Background: an optimization exercise with open tools, aiming at small area, a short achievable clock period and few clock cycles per item. Do not read the settings as production practice. Function was not checked in any run shown here: the RTL went through the layout flow alone. No activity file was given, so power comes from the tool's default toggle rates.

## flow/design.v (module list and top-level ports; edited modules follow where they fit)
// module gf2_split_mul: 23 lines
// module clmul48_pipe: 3206 lines
module gf2_split_mul (
	input  wire         clk,
	input  wire         rst,
	input  wire         in_valid,
	output logic        in_ready,
	input  wire  [47:0] a,
	input  wire  [47:0] b,
	output logic        out_valid,
	input  wire         out_ready,
	output logic [95:0] c
);
  // ...
==> flow/flow/run.sh <==
#!/bin/bash
# Own layout flow: the standard flow (standard.sh) with the standard
# synthesis unchanged, then the layout steps with the delay cells
# (clkdlybuf4s*, dlygate*, dlymetal*) added to the don't-use list, so that
# the port buffers and the timing repair use plain buffers instead, and with
# the buffers of synthesis removed at floorplan (REMOVE_ABC_BUFFERS) instead
# of a timing repair there without wires; the repair after clock tree
# synthesis then sizes the logic with placement parasitics.
set -euo pipefail
W=$(pwd)
bash standard.sh synth > "$W/flow_synth.log" 2>&1
DELAY_CELLS=""
for c in clkdlybuf4s15_1 clkdlybuf4s15_2 clkdlybuf4s18_1 clkdlybuf4s18_2 \
	clkdlybuf4s25_1 clkdlybuf4s25_2 clkdlybuf4s50_1 clkdlybuf4s50_2 \
	dlygate4sd1_1 dlygate4sd2_1 dlygate4sd3_1 \
	dlymetal6s2s_1 dlymetal6s4s_1 dlymetal6s6s_1; do
	DELAY_CELLS="$DELAY_CELLS sky130_fd_sc_hd__$c"
done
# The design config is read before the platform's, whose list is added to this one.
{
	cat "$W/config.mk"
	echo "export DONT_USE_CELLS =$DELAY_CELLS"
	echo "export REMOVE_ABC_BUFFERS = 1"
} > "$W/own_config.mk"
sed "s|DESIGN_CONFIG=[^ ]*|DESIGN_CONFIG=$W/own_config.mk|" "$W/standard.sh" > "$W/own_standard.sh"
grep -q "DESIGN_CONFIG=$W/own_config.mk" "$W/own_standard.sh"
bash "$W/own_standard.sh" > "$W/flow_layout.log" 2>&1
==> flow/standard.sh <==
#!/bin/bash
# synth_recipe.tcl (not shown) runs the flow's synth.tcl, then flattens the netlist and writes it again
# the make line also repeats each setting of config.mk as NAME=value (left out here)
make -C /OpenROAD-flow-scripts/flow DESIGN_CONFIG=/design/flow/config.mk WORK_HOME=/design/flow/orfs CLKGATE_MAP_FILE= SYNTH_SCRIPT=/design/flow/synth_recipe.tcl "${@:-finish}"
==> flow/config.mk <==
export PLATFORM = sky130hd
export DESIGN_NAME = gf2_split_mul
export DESIGN_NICKNAME = gf2_split_mul
export VERILOG_FILES = /design/flow/design.v
export SDC_FILE = /design/flow/constraint.sdc
export NUM_CORES = 4
export LEC_CHECK = 0
export CAP_MARGIN = 20
export CORE_MARGIN = 2
export CORE_UTILIZATION = 60
export PLACE_DENSITY = 0.8
export SETUP_SLACK_MARGIN = 2.0
export SLEW_MARGIN = 20
export TNS_END_PERCENT = 0
==> flow/constraint.sdc <==
create_clock -name core_clock -period 5.0 [get_ports {clk}]
set_input_delay 1.0000 -clock core_clock [delete_from_list [all_inputs] [get_ports {clk}]]
set_output_delay 1.0000 -clock core_clock [all_outputs]
set_load 0.01 [all_outputs]
==> results by group, run 1 <==
STA
  – Final worst path period need: about 3.3 ns
  – Slew headroom: about 22%

Synth
  – YS warnings: 2
  – Mapped Avg Cell Area: ~7.3 um2
  – Top FF cell, synth: edfxtp_1
  – Synth top area cells: xnor2_1 (44%), edfxtp_1 (16%), nor2_1 (11%), xor2_1 (9.8%), nand2_1 (9.1%)
  – Main combinational cell family by area after synthesis: XOR/XNOR gates
  – Most common cell in the netlist: xnor2_1

Detailed routing
  – Final WL: 79700 um
  – Post-route ant nets: 0
  – Drt wl/cell: 20.5 um
  – DRC: 0

Worst setup path
  – Worst EP arrival: about 3.4 ns
  – Kind of critical path: in2reg
  – Critical R2R Capture: u_mul.r[57]$_DFFE_PP_
  – Critical path's top delay family: XOR/XNOR gates
  – Setup crit end kind: flip-flop

Floorplanning
  – # IOs: about 200
  – Die width: 202 um

Final layout
  – Fraction of area in multi-input gates: 72.8%
  – Biggest register: u_mul.r
  – Sequential cell area: 3890 um2
  – Clk cell area share: approximately 2.2%
  – Layout non-clock buf frac: under 10%
  – # fillers: 3326
  – Sequential fraction of total cell area: 15.2%
  – Multi-input gate area: 18700 um2
  – Nets: roughly 3500

Power and ir drop
  – Comb pwr share: 72.2%
  – Max VDD drop: 0.283 mV
  – Total power divided by cell area: between 500 and 600 nW/um2

Outcome
  – Outcome: finished clean

Clock network
  – Clock Tree Buf Depth: 2
  – Clock sinks: 130
  – Num CTS Buffers: 17

Global route
  – GRT met3 Usage: 7.27%
==> run 2: changes to the inputs <==
--- a/flow/design.v
+++ b/flow/design.v
@@ -200,17 +200,17 @@
 	logic n2768, n2769, n2770, n2771, n2772, n2773, n2774, n2775, n2776, n2777, n2778, n2779, n2780, n2781, n2782, n2783;
 	logic n2784, n2785, n2786, n2787, n2788, n2789, n2790, n2791, n2792, n2793, n2794, n2795, n2796, n2797, n2798, n2799;
 	logic n2800, n2801, n2802, n2803, n2804, n2805, n2806, n2807, n2808, n2809, n2810, n2811, n2812, n2813, n2814, n2815;
 	logic n2816, n2817, n2818, n2819, n2820, n2821, n2822, n2823, n2824, n2825, n2826, n2827, n2828, n2829, n2830, n2831;
 	logic n2832, n2833, n2834, n2835, n2836, n2837, n2838, n2839, n2840, n2841, n2842, n2843, n2844, n2845, n2846, n2847;
 	logic n2848, n2849, n2850, n2851, n2852, n2853, n2854, n2855, n2856, n2857, n2858, n2859, n2860, n2861, n2862, n2863;
 	logic n2864, n2865, n2866, n2867, n2868, n2869, n2870, n2871, n2872, n2873, n2874, n2875, n2876, n2877, n2878, n2879;
 	logic n2880, n2881, n2882, n2883, n2884, n2885, n2886, n2887, n2888;
-	logic [128:0] r;
+	logic [100:0] r;
 	assign n96 = a[0] & b[0];
 	assign n97 = a[0] & b[1];
 	assign n98 = a[1] & b[0];
 	assign n99 = n97 ^ n98;
 	assign n100 = a[0] & b[2];
 	assign n101 = a[1] & b[1];
 	assign n102 = a[2] & b[0];
 	assign n103 = n100 ^ n101;
@@ -2831,65 +2831,65 @@
 	assign n2718 = n2111 ^ n2176;
 	assign n2719 = n2124 ^ n2185;
 	assign n2720 = n2135 ^ n2196;
 	assign n2721 = n2144 ^ n2209;
 	assign n2722 = n2151 ^ n2224;
 	assign n2723 = n2156 ^ n2241;
 	assign n2724 = n2159 ^ n2260;
 	assign n2725 = n2160 ^ n2281;
-	assign n2726 = r[60] ^ r[82];
-	assign n2727 = r[94] ^ n2726;
-	assign n2728 = r[61] ^ r[83];
-	assign n2729 = r[95] ^ n2728;
-	assign n2730 = r[62] ^ r[84];
-	assign n2731 = r[96] ^ n2730;
+	assign n2726 = n1896 ^ n2450;
+	assign n2727 = n2715 ^ n2726;
+	assign n2728 = n1899 ^ n2453;
+	assign n2729 = n2716 ^ n2728;
+	assign n2730 = n1904 ^ n2458;
+	assign n2731 = n2717 ^ n2730;
 	assign n2732 = n1911 ^ n2465;
 	assign n2733 = n2718 ^ n2732;
 	assign n2734 = n1920 ^ n2719;
 	assign n2735 = n2474 ^ n2734;
 	assign n2736 = n1931 ^ n2720;
 	assign n2737 = n2485 ^ n2736;
 	assign n2738 = n1944 ^ n2721;
 	assign n2739 = n2498 ^ n2738;
 	assign n2740 = n1959 ^ n2722;
 	assign n2741 = n2513 ^ n2740;
-	assign n2742 = r[68] ^ r[97];
-	assign n2743 = r[85] ^ n2742;
-	assign n2744 = r[69] ^ r[98];
-	assign n2745 = r[86] ^ n2744;
-	assign n2746 = r[70] ^ r[99];
-	assign n2747 = r[87] ^ n2746;
+	assign n2742 = n1976 ^ n2723;
+	assign n2743 = n2530 ^ n2742;
+	assign n2744 = n1995 ^ n2724;
+	assign n2745 = n2549 ^ n2744;
+	assign n2746 = n2016 ^ n2725;
+	assign n2747 = n2570 ^ n2746;
 	assign n2748 = n2039 ^ n2304;
 	assign n2749 = n2593 ^ n2748;
-	assign n2750 = r[71] ^ r[94];
-	assign n2751 = r[88] ^ n2750;
-	assign n2752 = r[72] ^ r[95];
-	assign n2753 = r[89] ^ n2752;
-	assign n2754 = r[73] ^ r[96];
-	assign n2755 = r[90] ^ n2754;
+	assign n2750 = n2325 ^ n2715;
+	assign n2751 = n2614 ^ n2750;
+	assign n2752 = n2344 ^ n2716;
+	assign n2753 = n2633 ^ n2752;
+	assign n2754 = n2361 ^ n2717;
+	assign n2755 = n2650 ^ n2754;
 	assign n2756 = n2376 ^ n2718;
 	assign n2757 = n2665 ^ n2756;
 	assign n2758 = n2389 ^ n2719;
 	assign n2759 = n2678 ^ n2758;
 	assign n2760 = n2400 ^ n2720;
 	assign n2761 = n2689 ^ n2760;
 	assign n2762 = n2409 ^ n2721;
 	assign n2763 = n2698 ^ n2762;
 	assign n2764 = n2416 ^ n2705;
 	assign n2765 = n2722 ^ n2764;
-	assign n2766 = r[79] ^ r[91];
-	assign n2767 = r[97] ^ n2766;
-	assign n2768 = r[80] ^ r[92];
-	assign n2769 = r[98] ^ n2768;
-	assign n2770 = r[81] ^ r[93];
-	assign n2771 = r[99] ^ n2770;
-	assign n2772 = r[27] ^ r[30];
-	assign n2773 = r[28] ^ r[31];
-	assign n2774 = r[29] ^ r[32];
+	assign n2766 = n2421 ^ n2710;
+	assign n2767 = n2723 ^ n2766;
+	assign n2768 = n2424 ^ n2713;
+	assign n2769 = n2724 ^ n2768;
+	assign n2770 = n2425 ^ n2714;
+	assign n2771 = n2725 ^ n2770;
+	assign n2772 = n951 ^ n972;
+	assign n2773 = n953 ^ n975;
+	assign n2774 = n955 ^ n980;
 	assign n2775 = n957 ^ n987;
 	assign n2776 = n959 ^ n996;
 	assign n2777 = n961 ^ n1007;
 	assign n2778 = n963 ^ n1020;
 	assign n2779 = n965 ^ n1035;
 	assign n2780 = n967 ^ n1052;
 	assign n2781 = n969 ^ n1071;
 	assign n2782 = n971 ^ n1092;
@@ -2897,336 +2897,308 @@
 	assign n2784 = n525 ^ n1803;
 	assign n2785 = n544 ^ n1805;
 	assign n2786 = n561 ^ n1807;
 	assign n2787 = n576 ^ n1809;
 	assign n2788 = n589 ^ n1811;
 	assign n2789 = n600 ^ n1813;
 	assign n2790 = n609 ^ n1815;
 	assign n2791 = n616 ^ n1817;
-	assign n2792 = r[12] ^ r[45];
-	assign n2793 = r[13] ^ r[46];
-	assign n2794 = r[14] ^ r[47];
-	assign n2795 = r[0] ^ r[60];
-	assign n2796 = n2772 ^ n2795;
-	assign n2797 = r[1] ^ r[61];
-	assign n2798 = n2773 ^ n2797;
-	assign n2799 = r[2] ^ r[62];
-	assign n2800 = n2774 ^ n2799;
-	assign n2801 = r[3] ^ r[63];
-	assign n2802 = r[111] ^ n2801;
-	assign n2803 = r[4] ^ r[64];
-	assign n2804 = r[112] ^ n2803;
-	assign n2805 = r[5] ^ r[65];
-	assign n2806 = r[113] ^ n2805;
-	assign n2807 = r[6] ^ r[66];
-	assign n2808 = r[114] ^ n2807;
-	assign n2809 = r[7] ^ r[67];
-	assign n2810 = r[115] ^ n2809;
-	assign n2811 = r[8] ^ r[68];
-	assign n2812 = r[116] ^ n2811;
-	assign n2813 = r[9] ^ r[69];
-	assign n2814 = r[117] ^ n2813;
-	assign n2815 = r[10] ^ r[70];
-	assign n2816 = r[118] ^ n2815;
+	assign n2792 = n621 ^ n1819;
+	assign n2793 = n624 ^ n1821;
+	assign n2794 = n625 ^ n1823;
+	assign n2795 = r[0] ^ r[48];
+	assign n2796 = r[61] ^ n2795;
+	assign n2797 = r[1] ^ r[49];
+	assign n2798 = r[62] ^ n2797;
+	assign n2799 = r[2] ^ r[50];
+	assign n2800 = r[63] ^ n2799;
+	assign n2801 = n111 ^ n1911;
+	assign n2802 = n2775 ^ n2801;
+	assign n2803 = n120 ^ n1920;
+	assign n2804 = n2776 ^ n2803;
+	assign n2805 = n131 ^ n1931;
+	assign n2806 = n2777 ^ n2805;
+	assign n2807 = n144 ^ n1944;
+	assign n2808 = n2778 ^ n2807;
+	assign n2809 = n159 ^ n1959;
+	assign n2810 = n2779 ^ n2809;
+	assign n2811 = n176 ^ n1976;
+	assign n2812 = n2780 ^ n2811;
+	assign n2813 = n195 ^ n1995;
+	assign n2814 = n2781 ^ n2813;
+	assign n2815 = n216 ^ n2016;
+	assign n2816 = n2782 ^ n2815;
 	assign n2817 = n239 ^ n2783;
 	assign n2818 = n2039 ^ n2817;
-	assign n2819 = r[15] ^ r[119];
+	assign n2819 = n927 ^ n2784;
 	assign n2820 = n2727 ^ n2819;
-	assign n2821 = r[16] ^ r[120];
+	assign n2821 = n929 ^ n2785;
 	assign n2822 = n2729 ^ n2821;
-	assign n2823 = r[17] ^ r[121];
+	assign n2823 = n931 ^ n2786;
 	assign n2824 = n2731 ^ n2823;
-	assign n2825 = r[18] ^ r[122];
-	assign n2826 = r[100] ^ n2825;
-	assign n2827 = r[19] ^ r[123];
-	assign n2828 = r[101] ^ n2827;
-	assign n2829 = r[20] ^ r[124];
-	assign n2830 = r[102] ^ n2829;
-	assign n2831 = r[21] ^ r[125];
-	assign n2832 = r[103] ^ n2831;
-	assign n2833 = r[22] ^ r[126];
-	assign n2834 = r[104] ^ n2833;
-	assign n2835 = r[23] ^ n2792;
-	assign n2836 = n2743 ^ n2835;
-	assign n2837 = r[24] ^ n2793;
-	assign n2838 = n2745 ^ n2837;
-	assign n2839 = r[25] ^ n2794;
-	assign n2840 = n2747 ^ n2839;
-	assign n2841 = r[26] ^ r[48];
-	assign n2842 = r[105] ^ n2841;
-	assign n2843 = r[49] ^ n2772;
-	assign n2844 = n2751 ^ n2843;
-	assign n2845 = r[50] ^ n2773;
-	assign n2846 = n2753 ^ n2845;
-	assign n2847 = r[51] ^ n2774;
-	assign n2848 = n2755 ^ n2847;
-	assign n2849 = r[52] ^ r[111];
-	assign n2850 = r[106] ^ n2849;
-	assign n2851 = r[53] ^ r[112];
-	assign n2852 = r[107] ^ n2851;
-	assign n2853 = r[54] ^ r[113];
-	assign n2854 = r[108] ^ n2853;
-	assign n2855 = r[55] ^ r[114];
-	assign n2856 = r[109] ^ n2855;
-	assign n2857 = r[56] ^ r[115];
-	assign n2858 = r[110] ^ n2857;
-	assign n2859 = r[57] ^ r[116];
+	assign n2825 = n933 ^ n2787;
+	assign n2826 = n2733 ^ n2825;
+	assign n2827 = n935 ^ n2788;
+	assign n2828 = n2735 ^ n2827;
+	assign n2829 = n937 ^ n2789;
+	assign n2830 = n2737 ^ n2829;
+	assign n2831 = n939 ^ n2790;
+	assign n2832 = n2739 ^ n2831;
+	assign n2833 = n941 ^ n2791;
+	assign n2834 = n2741 ^ n2833;
+	assign n2835 = r[20] ^ r[64];
+	assign n2836 = r[54] ^ n2835;
+	assign n2837 = r[21] ^ r[65];
+	assign n2838 = r[55] ^ n2837;
+	assign n2839 = r[22] ^ r[66];
+	assign n2840 = r[56] ^ n2839;
+	assign n2841 = r[23] ^ r[36];
+	assign n2842 = r[57] ^ n2841;
+	assign n2843 = r[37] ^ r[61];
+	assign n2844 = r[58] ^ n2843;
+	assign n2845 = r[38] ^ r[62];
+	assign n2846 = r[59] ^ n2845;
+	assign n2847 = r[39] ^ r[63];
+	assign n2848 = r[60] ^ n2847;
+	assign n2849 = n1833 ^ n2775;
+	assign n2850 = n2757 ^ n2849;
+	assign n2851 = n1835 ^ n2776;
+	assign n2852 = n2759 ^ n2851;
+	assign n2853 = n1837 ^ n2777;
+	assign n2854 = n2761 ^ n2853;
+	assign n2855 = n1839 ^ n2778;
+	assign n2856 = n2763 ^ n2855;
+	assign n2857 = n1841 ^ n2779;
+	assign n2858 = n2765 ^ n2857;
+	assign n2859 = n1843 ^ n2780;
 	assign n2860 = n2767 ^ n2859;
-	assign n2861 = r[58] ^ r[117];
+	assign n2861 = n1845 ^ n2781;
 	assign n2862 = n2769 ^ n2861;
-	assign n2863 = r[59] ^ r[118];
+	assign n2863 = n1847 ^ n2782;
 	assign n2864 = n2771 ^ n2863;
 	assign n2865 = n1380 ^ n2783;
 	assign n2866 = n2304 ^ n2865;
-	assign n2867 = r[34] ^ r[71];
-	assign n2868 = r[119] ^ n2867;
-	assign n2869 = r[35] ^ r[72];
-	assign n2870 = r[120] ^ n2869;
-	assign n2871 = r[36] ^ r[73];
-	assign n2872 = r[121] ^ n2871;
-	assign n2873 = r[37] ^ r[74];
-	assign n2874 = r[122] ^ n2873;
-	assign n2875 = r[38] ^ r[75];
-	assign n2876 = r[123] ^ n2875;
-	assign n2877 = r[39] ^ r[76];
-	assign n2878 = r[124] ^ n2877;
-	assign n2879 = r[40] ^ r[77];
-	assign n2880 = r[125] ^ n2879;
-	assign n2881 = r[41] ^ r[78];
-	assign n2882 = r[126] ^ n2881;
-	assign n2883 = r[42] ^ r[79];
-	assign n2884 = n2792 ^ n2883;
-	assign n2885 = r[43] ^ r[80];
-	assign n2886 = n2793 ^ n2885;
-	assign n2887 = r[44] ^ r[81];
-	assign n2888 = n2794 ^ n2887;
+	assign n2867 = n1401 ^ n2325;
+	assign n2868 = n2784 ^ n2867;
+	assign n2869 = n1420 ^ n2344;
+	assign n2870 = n2785 ^ n2869;
+	assign n2871 = n1437 ^ n2361;
+	assign n2872 = n2786 ^ n2871;
+	assign n2873 = n1452 ^ n2376;
+	assign n2874 = n2787 ^ n2873;
+	assign n2875 = n1465 ^ n2389;
+	assign n2876 = n2788 ^ n2875;
+	assign n2877 = n1476 ^ n2400;
+	assign n2878 = n2789 ^ n2877;
+	assign n2879 = n1485 ^ n2409;
+	assign n2880 = n2790 ^ n2879;
+	assign n2881 = n1492 ^ n2416;
+	assign n2882 = n2791 ^ n2881;
+	assign n2883 = r[33] ^ r[51];
+	assign n2884 = r[64] ^ n2883;
+	assign n2885 = r[34] ^ r[52];
+	assign n2886 = r[65] ^ n2885;
+	assign n2887 = r[35] ^ r[53];
+	assign n2888 = r[66] ^ n2887;
 	always_ff @(posedge clk) begin
 		if (en) begin
 			r[0] <= n96;
 			r[1] <= n99;
 			r[2] <= n104;
 			r[3] <= n111;
 			r[4] <= n120;
 			r[5] <= n131;
 			r[6] <= n144;
 			r[7] <= n159;
 			r[8] <= n176;
 			r[9] <= n195;
 			r[10] <= n216;
 			r[11] <= n239;
-			r[12] <= n621;
-			r[13] <= n624;
-			r[14] <= n625;
-			r[15] <= n927;
-			r[16] <= n929;
-			r[17] <= n931;
-			r[18] <= n933;
-			r[19] <= n935;
-			r[20] <= n937;
-			r[21] <= n939;
-			r[22] <= n941;
-			r[23] <= n943;
-			r[24] <= n945;
-			r[25] <= n947;
-			r[26] <= n949;
-			r[27] <= n951;
-			r[28] <= n953;
-			r[29] <= n955;
-			r[30] <= n972;
-			r[31] <= n975;
-			r[32] <= n980;
-			r[33] <= n1380;
-			r[34] <= n1401;
-			r[35] <= n1420;
-			r[36] <= n1437;
-			r[37] <= n1452;
-			r[38] <= n1465;
-			r[39] <= n1476;
-			r[40] <= n1485;
-			r[41] <= n1492;
-			r[42] <= n1497;
-			r[43] <= n1500;
-			r[44] <= n1501;
-			r[45] <= n1819;
-			r[46] <= n1821;
-			r[47] <= n1823;
-			r[48] <= n1825;
-			r[49] <= n1827;
-			r[50] <= n1829;
-			r[51] <= n1831;
-			r[52] <= n1833;
-			r[53] <= n1835;
-			r[54] <= n1837;
-			r[55] <= n1839;
-			r[56] <= n1841;
-			r[57] <= n1843;
-			r[58] <= n1845;
-			r[59] <= n1847;
-			r[60] <= n1896;
-			r[61] <= n1899;
-			r[62] <= n1904;
-			r[63] <= n1911;
-			r[64] <= n1920;
-			r[65] <= n1931;
-			r[66] <= n1944;
-			r[67] <= n1959;
-			r[68] <= n1976;
-			r[69] <= n1995;
-			r[70] <= n2016;
-			r[71] <= n2325;
-			r[72] <= n2344;
-			r[73] <= n2361;
-			r[74] <= n2376;
-			r[75] <= n2389;
-			r[76] <= n2400;
-			r[77] <= n2409;
-			r[78] <= n2416;
-			r[79] <= n2421;
-			r[80] <= n2424;
-			r[81] <= n2425;
-			r[82] <= n2450;
-			r[83] <= n2453;
-			r[84] <= n2458;
-			r[85] <= n2530;
-			r[86] <= n2549;
-			r[87] <= n2570;
-			r[88] <= n2614;
-			r[89] <= n2633;
-			r[90] <= n2650;
-			r[91] <= n2710;
-			r[92] <= n2713;
-			r[93] <= n2714;
-			r[94] <= n2715;
-			r[95] <= n2716;
-			r[96] <= n2717;
-			r[97] <= n2723;
-			r[98] <= n2724;
-			r[99] <= n2725;
-			r[100] <= n2733;
-			r[101] <= n2735;
-			r[102] <= n2737;
-			r[103] <= n2739;
-			r[104] <= n2741;
-			r[105] <= n2749;
-			r[106] <= n2757;
-			r[107] <= n2759;
-			r[108] <= n2761;
-			r[109] <= n2763;
-			r[110] <= n2765;
-			r[111] <= n2775;
-			r[112] <= n2776;
-			r[113] <= n2777;
-			r[114] <= n2778;
-			r[115] <= n2779;
-			r[116] <= n2780;
-			r[117] <= n2781;
-			r[118] <= n2782;
-			r[119] <= n2784;
-			r[120] <= n2785;
-			r[121] <= n2786;
-			r[122] <= n2787;
-			r[123] <= n2788;
-			r[124] <= n2789;
-			r[125] <= n2790;
-			r[126] <= n2791;
-			r[127] <= n2818;
-			r[128] <= n2866;
+			r[12] <= n927;
+			r[13] <= n929;
+			r[14] <= n931;
+			r[15] <= n933;
+			r[16] <= n935;
+			r[17] <= n937;
+			r[18] <= n939;
+			r[19] <= n941;
+			r[20] <= n943;
+			r[21] <= n945;
+			r[22] <= n947;
+			r[23] <= n949;
+			r[24] <= n1380;
+			r[25] <= n1401;
+			r[26] <= n1420;
+			r[27] <= n1437;
+			r[28] <= n1452;
+			r[29] <= n1465;
+			r[30] <= n1476;
+			r[31] <= n1485;
+			r[32] <= n1492;
+			r[33] <= n1497;
+			r[34] <= n1500;
+			r[35] <= n1501;
+			r[36] <= n1825;
+			r[37] <= n1827;
+			r[38] <= n1829;
+			r[39] <= n1831;
+			r[40] <= n1833;
+			r[41] <= n1835;
+			r[42] <= n1837;
+			r[43] <= n1839;
+			r[44] <= n1841;
+			r[45] <= n1843;
+			r[46] <= n1845;
+			r[47] <= n1847;
+			r[48] <= n1896;
+			r[49] <= n1899;
+			r[50] <= n1904;
+			r[51] <= n2421;
+			r[52] <= n2424;
+			r[53] <= n2425;
+			r[54] <= n2743;
+			r[55] <= n2745;
+			r[56] <= n2747;
+			r[57] <= n2749;
+			r[58] <= n2751;
+			r[59] <= n2753;
+			r[60] <= n2755;
+			r[61] <= n2772;
+			r[62] <= n2773;
+			r[63] <= n2774;
+			r[64] <= n2792;
+			r[65] <= n2793;
+			r[66] <= n2794;
+			r[67] <= n2802;
+			r[68] <= n2804;
+			r[69] <= n2806;
+			r[70] <= n2808;
+			r[71] <= n2810;
+			r[72] <= n2812;
+			r[73] <= n2814;
+			r[74] <= n2816;
+			r[75] <= n2818;
+			r[76] <= n2820;
+			r[77] <= n2822;
+			r[78] <= n2824;
+			r[79] <= n2826;
+			r[80] <= n2828;
+			r[81] <= n2830;
+			r[82] <= n2832;
+			r[83] <= n2834;
+			r[84] <= n2850;
+			r[85] <= n2852;
+			r[86] <= n2854;
+			r[87] <= n2856;
+			r[88] <= n2858;
+			r[89] <= n2860;
+			r[90] <= n2862;
+			r[91] <= n2864;
+			r[92] <= n2866;
+			r[93] <= n2868;
+			r[94] <= n2870;
+			r[95] <= n2872;
+			r[96] <= n2874;
+			r[97] <= n2876;
+			r[98] <= n2878;
+			r[99] <= n2880;
+			r[100] <= n2882;
 		end
 	end
 	assign p[0] = r[0];
 	assign p[1] = r[1];
 	assign p[2] = r[2];
 	assign p[3] = r[3];
 	assign p[4] = r[4];
 	assign p[5] = r[5];
 	assign p[6] = r[6];
 	assign p[7] = r[7];
 	assign p[8] = r[8];
 	assign p[9] = r[9];
 	assign p[10] = r[10];
 	assign p[11] = r[11];
-	assign p[12] = r[15];
-	assign p[13] = r[16];
-	assign p[14] = r[17];
-	assign p[15] = r[18];
-	assign p[16] = r[19];
-	assign p[17] = r[20];
-	assign p[18] = r[21];
-	assign p[19] = r[22];
-	assign p[20] = r[23];
-	assign p[21] = r[24];
-	assign p[22] = r[25];
-	assign p[23] = r[26];
+	assign p[12] = r[12];
+	assign p[13] = r[13];
+	assign p[14] = r[14];
+	assign p[15] = r[15];
+	assign p[16] = r[16];
+	assign p[17] = r[17];
+	assign p[18] = r[18];
+	assign p[19] = r[19];
+	assign p[20] = r[20];
+	assign p[21] = r[21];
+	assign p[22] = r[22];
+	assign p[23] = r[23];
 	assign p[24] = n2796;
 	assign p[25] = n2798;
 	assign p[26] = n2800;
-	assign p[27] = n2802;
-	assign p[28] = n2804;
-	assign p[29] = n2806;
-	assign p[30] = n2808;
-	assign p[31] = n2810;
-	assign p[32] = n2812;
-	assign p[33] = n2814;
-	assign p[34] = n2816;
-	assign p[35] = r[127];
-	assign p[36] = n2820;
-	assign p[37] = n2822;
-	assign p[38] = n2824;
-	assign p[39] = n2826;
-	assign p[40] = n2828;
-	assign p[41] = n2830;
-	assign p[42] = n2832;
-	assign p[43] = n2834;
+	assign p[27] = r[67];
+	assign p[28] = r[68];
+	assign p[29] = r[69];
+	assign p[30] = r[70];
+	assign p[31] = r[71];
+	assign p[32] = r[72];
+	assign p[33] = r[73];
+	assign p[34] = r[74];
+	assign p[35] = r[75];
+	assign p[36] = r[76];
+	assign p[37] = r[77];
+	assign p[38] = r[78];
+	assign p[39] = r[79];
+	assign p[40] = r[80];
+	assign p[41] = r[81];
+	assign p[42] = r[82];
+	assign p[43] = r[83];
 	assign p[44] = n2836;
 	assign p[45] = n2838;
 	assign p[46] = n2840;
 	assign p[47] = n2842;
 	assign p[48] = n2844;
 	assign p[49] = n2846;
 	assign p[50] = n2848;
-	assign p[51] = n2850;
-	assign p[52] = n2852;
-	assign p[53] = n2854;
-	assign p[54] = n2856;
-	assign p[55] = n2858;
-	assign p[56] = n2860;
-	assign p[57] = n2862;
-	assign p[58] = n2864;
-	assign p[59] = r[128];
-	assign p[60] = n2868;
-	assign p[61] = n2870;
-	assign p[62] = n2872;
-	assign p[63] = n2874;
-	assign p[64] = n2876;
-	assign p[65] = n2878;
-	assign p[66] = n2880;
-	assign p[67] = n2882;
+	assign p[51] = r[84];
+	assign p[52] = r[85];
+	assign p[53] = r[86];
+	assign p[54] = r[87];
+	assign p[55] = r[88];
+	assign p[56] = r[89];
+	assign p[57] = r[90];
+	assign p[58] = r[91];
+	assign p[59] = r[92];
+	assign p[60] = r[93];
+	assign p[61] = r[94];
+	assign p[62] = r[95];
+	assign p[63] = r[96];
+	assign p[64] = r[97];
+	assign p[65] = r[98];
+	assign p[66] = r[99];
+	assign p[67] = r[100];
 	assign p[68] = n2884;
 	assign p[69] = n2886;
 	assign p[70] = n2888;
-	assign p[71] = r[48];
-	assign p[72] = r[49];
-	assign p[73] = r[50];
-	assign p[74] = r[51];
-	assign p[75] = r[52];
-	assign p[76] = r[53];
-	assign p[77] = r[54];
-	assign p[78] = r[55];
-	assign p[79] = r[56];
-	assign p[80] = r[57];
-	assign p[81] = r[58];
-	assign p[82] = r[59];
-	assign p[83] = r[33];
-	assign p[84] = r[34];
-	assign p[85] = r[35];
-	assign p[86] = r[36];
-	assign p[87] = r[37];
-	assign p[88] = r[38];
-	assign p[89] = r[39];
-	assign p[90] = r[40];
-	assign p[91] = r[41];
-	assign p[92] = r[42];
-	assign p[93] = r[43];
-	assign p[94] = r[44];
+	assign p[71] = r[36];
+	assign p[72] = r[37];
+	assign p[73] = r[38];
+	assign p[74] = r[39];
+	assign p[75] = r[40];
+	assign p[76] = r[41];
+	assign p[77] = r[42];
+	assign p[78] = r[43];
+	assign p[79] = r[44];
+	assign p[80] = r[45];
+	assign p[81] = r[46];
+	assign p[82] = r[47];
+	assign p[83] = r[24];
+	assign p[84] = r[25];
+	assign p[85] = r[26];
+	assign p[86] = r[27];
+	assign p[87] = r[28];
+	assign p[88] = r[29];
+	assign p[89] = r[30];
+	assign p[90] = r[31];
+	assign p[91] = r[32];
+	assign p[92] = r[33];
+	assign p[93] = r[34];
+	assign p[94] = r[35];
 	assign p[95] = 1'b0;
 endmodule
 `default_nettype wire
==> results by group, run 2 <==
Worst setup path
  – Crit-path slowest cell: xnor2_1 (unchanged)
  – Worst Path Buf+Inv: 3 (was 2)
  – Startpoint Class: input pin (unchanged)
  – Crit-path max FO: 10 (unchanged)
  – Kind of critical path: in2reg (unchanged)
  – Critical path's top delay family: XOR/XNOR gates (unchanged)
  – Setup crit end kind: flip-flop (unchanged)
  – Worst r2r path cells: 2 (unchanged)
  – Worst EP arrival: 3.51 ns (was 3.43 ns)
  – Crit path depth: 10 (was 9)
  – Most frequent CP cell: xnor2_1 (unchanged)
  – CP max stage delay: 0.46 ns (was 0.58 ns)
  – Crit path required time: 5.16 ns (was 5.17 ns)
  – Worst path cell trace: clkbuf_4 > buf_6 > xnor2_4 > buf_2 > nor2_1 > xnor2_1 > xnor2_1 > xnor2_2 > xnor2_1 > xor3_1 (was buf_1 > xnor2_1 > xnor2_1 > buf_2 > nor2_1 > xnor2_1 > xnor2_1 > xnor2_1 > xnor3_1)

Final layout
  – Biggest regs: u_mul.r (101), out_valid (1) (was u_mul.r (129), out_valid (1))
  – Max reg flops: 101 (was 129)
  – Commonest cells after routing, fill and taps aside: xnor2_1 (831), nor2_1 (716), nand2_1 (573) (was xnor2_1 (1125), nor2_1 (717), nand2_1 (572))
  – Nets: 3529 (was 3453)
  – Sequential cell area: 3050 um2 (was 3890 um2)
  – Area delta synth->final: 22.5% (was 8.80%)
  – Commonest non-fill, non-tap cell in the layout: xnor2_1 (unchanged)
  – # fillers: 2854 (was 3326)
  – Multi-input gate area: 20800 um2 (was 18700 um2)
  – Share of layout cells above drive strength 1: 18.2% (was 8.68%)
  – Final core utilization: 74.5% (was 66.2%)
  – Biggest register: u_mul.r (unchanged)

Global route
  – Grt ovf: 0 (unchanged)
  – Vias in the first global route: 21510 (was 20277)
  – Antenna violations before repair: 1 (was 0)
  – Largest net degree at the start of global routing: 66 (was 100)
  – Global Route Usage Sum: 43.9% (was 38.2%)
  – First-pass GRT wire length: 134000 um (was 120000 um)

Synth
  – Most common cell in the netlist: xnor2_1 (unchanged)
  – Top cells by count, synth: xnor2_1 (981), nor2_1 (720), nand2_1 (573) (was xnor2_1 (1191), nor2_1 (717), nand2_1 (572))
  – Mapped Avg Cell Area: 7.55 um2 (was 7.32 um2)
  – Synth top area cells: xnor2_1 (37%), edfxtp_1 (13%), nor2_1 (12%), xor2_1 (10%), xnor3_1 (9.7%) (was xnor2_1 (44%), edfxtp_1 (16%), nor2_1 (11%), xor2_1 (9.8%), nand2_1 (9.1%))
  – Cell variety after synth: 23 (was 17)
  – Cell area after synthesis: 23500 um2 (was 23600 um2)
  – Synth top area share: 36.6% (was 44.2%)
  – Sequential area share after synthesis: 13.0% (was 16.5%)
  – YS warnings: 2 (unchanged)
  – Top FF cell, synth: edfxtp_1 (unchanged)
  – Post-synth EDFFs: 101 (was 129)
  – Syn Inst Count: 3114 (was 3220)
  – Cell taking the most area after synthesis: xnor2_1 (unchanged)
  – Asr flop ratio synth: 0% (unchanged)
  – Seq cells post-synth: 102 (was 130)

Detailed routing
  – Final WL: 93600 um (was 79700 um)
  – DR pass1 iterations: 8 (was 6)
  – Routed vias: 22997 (was 21808)
  – Drt wl/cell: 23.7 um (was 20.5 um)
  – Post-route ant nets: 0 (unchanged)
  – DR iter-0 viols: 3411 (was 3159)
  – Drt via density: 5.82 (was 5.62)
  – DRC: 0 (unchanged)

Power and ir drop
  – Internal Power: 8.77 mW (was 7.18 mW)
  – Total power divided by cell area: 560 nW/um2 (was 531 nW/um2)
  – Sequential share of power: 13.3% (was 18.8%)
  – Sw Ratio: 45.6% (was 47.3%)
  – Psw: 7.35 mW (was 6.44 mW)
  – Max VDD drop: 0.380 mV (was 0.283 mV)
  – Clock power share: 5.1% (was 9.0%)
  – Lkg Pwr: 12.1 nW (was 9.65 nW)
  – Comb pwr share: 81.6% (was 72.2%)

Floorplanning
  – Core Rows: 72 (unchanged)
  – Die width: 202 um (about the same)
  – # IOs: 198 (unchanged)
  – Core area: 38600 um2 (was 38700 um2)
  – Die Ht: 202 um (about the same)
  – Die Footprint: 40800 um2 (was 40900 um2)
  – Initial Util: 60.8% (was 60.9%)

STA
  – Unrepaired setup endpoints after global routing: yes (unchanged)
  – Worst slew pin tran: 0.943 ns (was 1.17 ns)
  – TNS Setup: 0 ns (unchanged)
  – Fin. Hold Viols: 0 (unchanged)
  – Slew Limit Fails: 0 (unchanged)
  – Slew headroom: 37.1% (was 21.7%)
  – Setup Viol. Count Final: 0 (unchanged)
  – FMAX: 299 MHz (was 307 MHz)
  – Final worst path period need: 3.34 ns (was 3.26 ns)
  – Post-Route Skew: 0.0162 ns (was 0.0140 ns)
  – Tcrit/Tclk final: 66.8% (was 65.2%)

Clock network
  – H-tree depth: 3 (was 4)
  – Num CTS Buffers: 9 (was 17)
  – Root buf cell: clkbuf_16 (unchanged)
  – Clock Tree Buf Depth: 2 (unchanged)
  – Post-CTS Hold Fix Bufs: 0 (unchanged)
  – Clock transition at path regs: 0.09 ns (was 0.06 ns)
  – Clock sinks: 102 (was 130)
  – CTS tree: done (unchanged)
  – Worst-Skew Late Latency: 0.42 ns (was 0.44 ns)

Placement
  – HPWL Detailed: 67500 um (was 60800 um)
  – Port Buffers: 196 (unchanged)
  – GP Congestion: 1.03 (was 1.06)

Hold path
  – Hold depth: 2 (unchanged)
  – Worst min path class: in2reg (unchanged)

Outcome
  – Outcome: finished clean (unchanged)

Job
  – MaxCap Viol Count: 0 (unchanged)
run 2: cell types whose count changed after synthesis, moves of 8 or more:
cell / change
buf_2: +92
clkbuf_1: -96
edfxtp_1: -28
inv_1: +8
xnor2_1: -210
xnor2_2: +10
xnor3_1: +86
xor2_1: +10
xor3_1: +8
run 2: through the flow:
stage	setup slack, ns	area (um2)	hold slack [ns]	std cells	total power, mW
after global placement	0.448	24300	0.977	3772	13.4
after detailed placement	0.427	24400	1.05	3772	13.6
final	1.66	28800	0.738	3953	16.1
after CTS	1.87	27200	0.728	3854	15.2
after floorplan	0.463	21800	1.07	2798	10.1
after global routing	1.64	28800	0.766	3952	16.6
run 2: power groups by stage:
| stage | clock, mW | sequential (mW) | combinational, mW |
|---|---|---|---|
| floorplan | 0 | 2.27 | 7.87 |
| global placement | 0 | 2.16 | 11.3 |
| detailed placement | 0 | 2.17 | 11.4 |
| CTS | 0.825 | 2.15 | 12.2 |
| global route | 0.838 | 2.17 | 13.6 |
| finish | 0.817 | 2.15 | 13.2 |
run 2: cell type report:
class	count	area share, %
multi-input cells	2687	72.2
repair buffers	620	13.8
flip-flops and latches	102	10.6
well taps	518	2.25
clock buffers	9	0.783
clock inverters	7	0.283
inverters	9	0.117
diodes	1	0.00870
run 2: what timing repair did:
action | in CTS | in global routing
setup buffers | 66 | 97
gates cloned | 0 | 1
resized for setup | 514 | 234
setup endpoints to repair | 71 | 55
pin swaps | 47 | 76
run 2: kinds of logic (layout without fill, tap and decap cells):
family          Yosys count  count (layout)  synth area share [%]
simple gates           1300            1300                  20.8
compound gates            3               3                0.0799
flops                   102             102                  13.0
xor+xnor               1382            1382                  58.5
buf+inv                 325             645                  7.54
other cells               1               2                0.0160
mux                       1               1                0.0479
run 2: path summary, 6_finish.rpt:
| check | start | to | slack [ns] |
|---|---|---|---|
| worst min register to register | out_valid$_SDFFE_PP0P_ | out_valid$_SDFFE_PP0P_ | 1.03 |
| worst max-delay path | a[39] | u_mul.r[82]$_DFFE_PP_ | 1.66 |
| worst max register to register | out_valid$_SDFFE_PP0P_ | u_mul.r[2]$_DFFE_PP_ | 2.86 |
| worst min-delay path | rst | out_valid$_SDFFE_PP0P_ | 0.74 |
run 2: metal layers:
metal	GRT usage [%]	vias to the layer above	wire (um)
met5	0	-	17
met4	29.5	2	8340
met3	8.98	515	13000
met2	65.1	1876	39200
met1	57.8	10687	33100
li1	-	9917	-

[re-timing with driven ports]
In the flow no input, the clock included, has a driving cell. The finished layouts below were timed again as built, in two steps.
Step 1 assumes that a clkbuf_16 drives the clock port and a buf_2 every other input.
Step 2 moves the port delays by t, midway between the first and last clock arrival at a register: inputs arrive t later, outputs are due t later. That takes back most of the time a late clock gives input paths.
a / b / c = no drivers / after step 1 / after step 2; a / b = the first two.
run	t, ns	setup slack, ns	hold slack, ns	worst slew at a driven data input, ns	pins driven straight from the clock port
run 1	0.480	1.740 / 1.764 / 1.283	0.718 / 0.691 / 0.907	0.04	1
run 2	0.467	1.658 / 1.689 / 1.222	0.738 / 0.708 / 1.027	0.06	1
After both steps every run listed still meets setup and hold. For run 1, which loses most, drivers alone change the setup slack by +0.024 ns; drivers and shift together by -0.457 ns.
